Source: an optimization exercise on an open RTL-to-GDS flow (aim: small area). Production flows keep margins and buffers that such runs may drop. The RTL was checked by simulation tests, not by an equivalence proof against the original design. Power and IR drop assume default switching activity.

**flow/run.sh**
```bash
#!/bin/bash
# synth_recipe.tcl (not shown) runs the flow's synth.tcl, then flattens the netlist and writes it again
# the make line also repeats each setting of config.mk as NAME=value (left out here)
make -C /OpenROAD-flow-scripts/flow DESIGN_CONFIG=/design/flow/config.mk WORK_HOME=/design/flow/orfs CLKGATE_MAP_FILE= SYNTH_SCRIPT=/design/flow/synth_recipe.tcl finish
```
**flow/config.mk**
```make
export PLATFORM = sky130hd
export DESIGN_NAME = mips_pipe_top
export DESIGN_NICKNAME = mips_pipe_top
export VERILOG_FILES = /design/flow/design.v
export SDC_FILE = /design/flow/constraint.sdc
export NUM_CORES = 4
export LEC_CHECK = 0
export CAP_MARGIN = 20
export CORE_MARGIN = 2
export CORE_UTILIZATION = 40
export SETUP_SLACK_MARGIN = 0.3
export SLEW_MARGIN = 20
```
**flow/constraint.sdc**
```tcl
create_clock -name core_clock -period 10.0 [get_ports {clk}]
set_input_delay 2.0000 -clock core_clock [delete_from_list [all_inputs] [get_ports {clk}]]
set_output_delay 2.0000 -clock core_clock [all_outputs]
set_load 0.01 [all_outputs]
```
**flow/design.v**
```verilog
`timescale 1ns/1ns
`default_nettype none
module alu (
	input logic [3:0] a,
	input logic [3:0] b,
	input logic cin,
	input logic sub,
	input logic [1:0] sel,
	output logic [3:0] y,
	output logic cout,
	output logic eq,
	output logic lt
);
	localparam logic [1:0] SEL_SUM = 2'd0;
	localparam logic [1:0] SEL_AND = 2'd1;
	localparam logic [1:0] SEL_OR = 2'd2;
	logic [3:0] bb, p, g, s;
	logic [4:0] c;
	always_comb begin
		bb = sub ? ~b : b;
		p = a ^ bb;
		g = a & bb;
		c[0] = cin;
		for (int i = 0; i < 4; i++) begin
			c[i+1] = g[i] | (p[i] & c[i]);
		end
		s = p ^ c[3:0];
		cout = c[4];
		eq = &p;
		lt = p[3] ^ c[4];
		case (sel)
			SEL_SUM: y = s;
			SEL_AND: y = a & b;
			SEL_OR: y = a | b;
			default: y = 4'b0000;
		endcase
	end
endmodule
`default_nettype wire
`timescale 1ns/1ns
`default_nettype none
module reg_file (
	input logic clk,
	input logic clr,
	input logic [4:0] ra1,
	input logic [4:0] ra2,
	input logic we,
	input logic [4:0] wa,
	input logic [3:0] wd,
	output logic [3:0] rd1,
	output logic [3:0] rd2
);
	logic [31:0] ring [1:31];
	logic [3:0] head [0:31];
	assign head[0] = 4'b0000;
	genvar r, j;
	generate
		for (r = 1; r < 32; r++) begin : g_reg
			logic wr;
			assign wr = clr | (we && (wa == r));
			for (j = 0; j < 4; j++) begin : g_lane
				assign head[r][j] = ring[r][j*8];
				always_ff @(posedge clk) begin
					ring[r][j*8+7] <= wr ? (wd[j] & ~clr) : ring[r][j*8];
					ring[r][j*8+6:j*8] <= ring[r][j*8+7:j*8+1];
				end
			end
		end
	endgenerate
	assign rd1 = head[ra1];
	assign rd2 = head[ra2];
endmodule
`default_nettype wire
`timescale 1ns/1ns
`default_nettype none
module instr_decode (
	input logic [31:0] instr,
	output logic [4:0] dst,
	output logic writes,
	output logic is_beq,
	output logic is_slt,
	output logic use_imm,
	output logic sub,
	output logic [1:0] sel
);
	localparam logic [5:0] OP_RTYPE = 6'h00;
	localparam logic [5:0] OP_BEQ = 6'h04;
	localparam logic [5:0] OP_ADDI = 6'h08;
	localparam logic [5:0] FN_ADD = 6'h20;
	localparam logic [5:0] FN_SUB = 6'h22;
	localparam logic [5:0] FN_AND = 6'h24;
	localparam logic [5:0] FN_OR = 6'h25;
	localparam logic [5:0] FN_SLT = 6'h2a;
	always_comb begin
		dst = instr[15:11];
		writes = 1'b0;
		is_beq = 1'b0;
		is_slt = 1'b0;
		use_imm = 1'b0;
		sub = 1'b0;
		sel = 2'd0;
		case (instr[31:26])
			OP_RTYPE: begin
				writes = 1'b1;
				case (instr[5:0])
					FN_ADD: sel = 2'd0;
					FN_SUB: sub = 1'b1;
					FN_AND: sel = 2'd1;
					FN_OR: sel = 2'd2;
					FN_SLT: begin
						sub = 1'b1;
						sel = 2'd3;
						is_slt = 1'b1;
					end
					default: writes = 1'b0;
				endcase
			end
			OP_ADDI: begin
				dst = instr[20:16];
				use_imm = 1'b1;
				writes = 1'b1;
			end
			OP_BEQ: begin
				sub = 1'b1;
				is_beq = 1'b1;
			end
			default: begin
			end
		endcase
	end
endmodule
`default_nettype wire
`timescale 1ns/1ns
`default_nettype none
module mips_pipe_top (
	input logic clk,
	input logic arst_n,
	input logic instr_req,
	input logic [31:0] instr,
	output logic instr_ack,
	output logic br_valid,
	output logic br_taken,
	output logic wb_valid,
	output logic [4:0] wb_reg,
	output logic [31:0] wb_data
);
	logic [2:0] ph;
	logic clr, proc, req_q, slt_fix, lt_q, cy_q, eq_q;
	logic [31:0] res_q;
	logic [4:0] dst_q;
	logic [4:0] dst;
	logic writes, is_beq, is_slt, use_imm, sub;
	logic [1:0] sel;
	logic start, active, finish, we;
	logic [3:0] rd1, rd2, imm4, b4, y4, wd;
	logic cin, cout, eq4, lt4;
	instr_decode u_dec (
		.instr(instr), .dst(dst), .writes(writes), .is_beq(is_beq), .is_slt(is_slt),
		.use_imm(use_imm), .sub(sub), .sel(sel)
	);
	assign start = (ph == 3'd0) && req_q && !instr_ack && !clr;
	assign active = (ph == 3'd0) ? start : proc;
	assign finish = active && (ph == 3'd7);
	always_comb begin
		case (ph)
			3'd0: imm4 = instr[3:0];
			3'd1: imm4 = instr[7:4];
			3'd2: imm4 = instr[11:8];
			3'd3: imm4 = instr[15:12];
			default: imm4 = {4{instr[15]}};
		endcase
	end
	reg_file u_rf (
		.clk(clk), .clr(clr), .ra1(instr[25:21]), .ra2(instr[20:16]),
		.we(we), .wa(dst_q), .wd(wd), .rd1(rd1), .rd2(rd2)
	);
	assign b4 = use_imm ? imm4 : rd2;
	assign cin = (ph == 3'd0) ? sub : cy_q;
	alu u_alu (
		.a(rd1), .b(b4), .cin(cin), .sub(sub), .sel(sel),
		.y(y4), .cout(cout), .eq(eq4), .lt(lt4)
	);
	assign we = (active && writes) || slt_fix;
	assign wd = slt_fix ? {3'b000, lt_q} : y4;
	always_ff @(posedge clk or negedge arst_n) begin
		if (!arst_n) begin
			ph <= 3'd0;
			clr <= 1'b1;
			proc <= 1'b0;
			instr_ack <= 1'b0;
			wb_valid <= 1'b0;
			br_valid <= 1'b0;
			slt_fix <= 1'b0;
		end else begin
			ph <= ph + 3'd1;
			if (ph == 3'd7) begin
				clr <= 1'b0;
			end
			proc <= active && (ph != 3'd7);
			instr_ack <= finish || (instr_ack && instr_req);
			wb_valid <= finish && writes && (dst != 5'd0);
			br_valid <= finish && is_beq;
			slt_fix <= finish && is_slt;
		end
	end
	always_ff @(posedge clk) begin
		req_q <= instr_req;
		dst_q <= dst;
		cy_q <= cout;
		lt_q <= lt4;
		eq_q <= ((ph == 3'd0) || eq_q) && eq4;
		res_q <= {y4, res_q[31:4]};
	end
	assign br_taken = eq_q;
	assign wb_reg = dst_q;
	assign wb_data = {res_q[31:1], res_q[0] | (slt_fix & lt_q)};
endmodule
`default_nettype wire
```
==> reports/qor.yml <==
yosys:
  yosysSeqAreaShare: 0.756
  async_flop_share: 0.00864
  syn-cell-area_um2: 27700
  synth.top_cell.area_share: 0.747
  synth.area.top_cells: "dfxtp_1 (75%), o32ai_2 (1.7%), nand3_1 (1.7%), a31oi_1 (1.2%), nor2_1 (1.2%)"
  ys_ff_latch: 1042
  synth_fp_nets: 2136
  yosysUniqueCellTypes: 86
  ys_warn_count: 6
  yosysTopAreaCell: "dfxtp_1"
  syn_avg_cell_area_um2: 13.3
  synth_ff_type: "dfxtp_1"
  synthCells: 2086
  synth-edff-count: 0
sta:
  finalCriticalPeriod_ns: 7.52
  fin_crit_sh: 0.752
  maxSlewHeadroom: 0.311
  final_hold_viol_count: 0
  fmax_ghz: 0.133
  rsz0062_at_grt: "no"
  setup_viol: 0
  finClkSkew_ns: 0.0234
  tightest_slew_ns: 1.03
  setup_tns_ns: 0
  slew_violations: 0
  final.setup.worst_slack_ns: 2.48
finish:
  final_cell_mix: "dfxtp_1 (1,032), clkbuf_16 (99), nand3_1 (94)"
  final_core_util: 0.470
  final_common_cell: "dfxtp_1"
  antenna_cells: 0
  n_fill_cell: 6031
  fin_area_um2: 32300
  finalNetCount: 2202
  area_growth_pct: 16.6
  drive_gt1_frac: 0.124
grt:
  grt_pass1_wl_um: 106000
  grt_usage: 0.207
  antenna_found_initial: 2
  grt_max_degree: 48
  first_global_vias: 15507
  grt_overflow: 0
floorplan:
  die-area_um2: 71300
  die_w_um: 267
  ios: 76
  rows: 96
  start_util: 0.403
  coreArea_um2: 68600
  die_y_um: 267
pwr:
  peakVddDrop_mv: 0.123
  power_density_nw_per_um2: 252
  comb_power_share: 0.036
  clkPwrFrac: 0.448
  seqPwrFrac: 0.516
  switchingPower_uw: 1690
  p_leak_uw: 0.0125
  switching_share: 0.208
  cellInternalPower_uw: 6450
worst_setup_path:
  critical_path.endpoint_type: "flop"
  worst_path_max_delay_cell: "clkdlybuf4s50_1"
  r2r_cells: 18
  critPathMaxStageDelay_ns: 0.94
  required_ns: 10.49
  r2r_end: "u_rf.ring[6][31]"
  rrSetupSlack_ns: 4.29
  worstSetupPathType: "in -> reg"
  path_depth: 18
  crit_chain: "clkdlybuf4s50_1 -> buf_4 -> nor4bb_1 -> a32oi_1 -> o2111ai_1 -> or4_1 -> a21oi_1 -> xnor2_1 -> inv_1 -> fa_1 -> fa_1 -> fa_1 -> fa_1 -> nor2_1 -> nand2_2 -> nor2_1 -> a31oi_1 -> o21ai_0"
  cp_data_arrival_time_ns: 8.00
  cp-start-kind: "input port"
  path_common_cell: "fa_1"
  cp_max_fo: 31
  cp_top_family: "adder cells"
  worstReg2RegStart: "ph[0]"
  critPathBufInv: 3
drt:
  first_pass_iters: 7
  routed_via_density: 5.02
  wl_um: 73600
  route.detailed.drc: 0
  postRouteAntennaNets: 0
  vias: 15854
  drt_iter0_markers: 1364
  wl_per_cell_um: 23.3
place:
  placed_area_um2: 29000
  dp_hpwl_um: 51100
  pre_cts_slack_ns: 1.86
  place_congestion: 0.932
  port-buffer-count: 75
clocking:
  clock-root-buffer: "clkbuf_16"
  clock_latency_ns: 0.66
  cts-resized-gates: 0
  cts_buffers: 95
  ctsHoldBuffers: 0
  cts_setup_buffers: 0
  clk_path_buf_depth: 3
  htree_levels: 3
  cts_tree: "done"
  cts.sinks: 1042
  clk_pin_slew_worst_paths_ns: 0.06
run_status:
  status: "complete, no violations"
min_path:
  min_from: "u_rf.ring[15][10]"
  hold_path_end: "u_rf.ring[15][9]"
  min_path_cells: 0
  hp-class: "reg -> reg"
run:
  max_cap_violations: 0
==> Yosys cell counts, drive strengths merged (4+ instances only) <==
master and count:
clkbuf 43, nand4 13, nand3 94, a21oi 23
mux2 21, o32ai 34, o211ai 4, a211oi 9
ha 10, nand2 83, fa 5, a32oi 10
nor4 7, a2111oi 4, nand3b 31, or4 9
buf 86, nor3b 8, dfrtp 8, o22ai 9
o221ai 17, dfxtp 1033, a21o 6, a22oi 14
a222oi 4, a31oi 55, or2 6, nand2b 15
and3 15, nor3 45, o2111ai 5, xnor2 4
inv 56, a221o 4, nor2 91, o21ai 101
mux2i 30, nor2b 18
==> through the flow <==
| stage | power (µW) | instances | hold slack (ns) |
|---|---|---|---|
| floorplan | 4480 | 2086 | 0.310 |
| global placement | 4590 | 2985 | 0.310 |
| detailed placement | 4590 | 2986 | 0.312 |
| CTS | 8230 | 3161 | 0.310 |
| global route | 8410 | 3161 | 0.319 |
| finish | 8140 | 3161 | 0.311 |
==> layout make-up <==
class,instances,area (µm²),share of cell area
clock buffer,140,2870,0.0890
clock inverter,35,390,0.0121
inverter,58,218,0.00675
multi-input combinational,857,5780,0.179
sequential,1042,20900,0.648
tap,931,1160,0.0361
timing repair buffer,98,921,0.0286
==> routing by layer <==
layer / vias to the layer above / wire (µm) / GRT usage
met4: 2 / 2850 / 0.0872
met3: 157 / 4710 / 0.0423
met1: 7778 / 33900 / 0.288
met5: - / 13 / 0
li1: 7313 / - / -
met2: 604 / 32100 / 0.314
==> worst max-delay path by stage <==
stage                   start                 to
detailed placement  instr[20]   u_rf.ring[6][31]
global route        instr[17]  u_rf.ring[22][31]
global placement    instr[17]  u_rf.ring[23][31]
CTS                 instr[20]   u_rf.ring[6][31]
floorplan           instr[18]   u_rf.ring[4][31]
finish              instr[17]   u_rf.ring[6][31]
==> sequential cells by signal, summed over array words and instances, names as in the netlist <==
signal     flops
br_valid       1
clr            1
cy_q           1
dst_q          5
eq_q           1
instr_ack      1
lt_q           1
ph             3
proc           1
req_q          1
res_q         32
slt_fix        1
u_rf.ring    992
wb_valid       1
==> power groups by stage <==
stage / registers, µW / logic [µW] / clock network, µW
5_1_grt: 4200 / 310 / 3900
6_report: 4200 / 297 / 3650
3_3_place_gp: 4290 / 295 / 0
4_1_cts: 4200 / 295 / 3730
3_5_place_dp: 4290 / 294 / 0
2_1_floorplan: 4290 / 198 / 0
==> cells by family (layout without fill, tap and decap cells) <==
group                    after synthesis  count (layout)  share of synthesized area
AO/OA/AOI/OAI                        333             333                     0.0904
AND/OR/NAND/NOR                      453             453                     0.0885
multiplexers                          52              52                     0.0202
XOR/XNOR                               4               4                    0.00127
adder cells (fa/ha/maj)               15              15                    0.00814
buffers and inverters                187             331                     0.0359
flip-flops                          1042            1042                      0.756

==> what the ideal ports hide <==
The results above use ideal ports. As a check the final layout listed here was re-extracted and re-timed, cells and wires unchanged.
Step 1: set_driving_cell puts a clkbuf_16 on clk and a buf_2 on each other input, an assumption about the parent block.
Step 2 moves the port delays by t, midway between the first and last clock arrival at a register: inputs arrive t later, outputs are due t later. That takes back most of the time a late clock gives input paths.
Slacks: no drivers / after step 1 / after step 2; pairs: no drivers / after step 1.
shift t [ns]: 0.706
slack for setup (ns): 2.483 / 2.494 / 1.788
hold slack, ns: 0.311 / 0.311 / 0.311
worst data-port slew with drivers (ns): 0.08
After both steps this run still meets setup and hold. For this run, drivers alone change the setup slack by +0.011 ns; drivers and shift together by -0.695 ns.
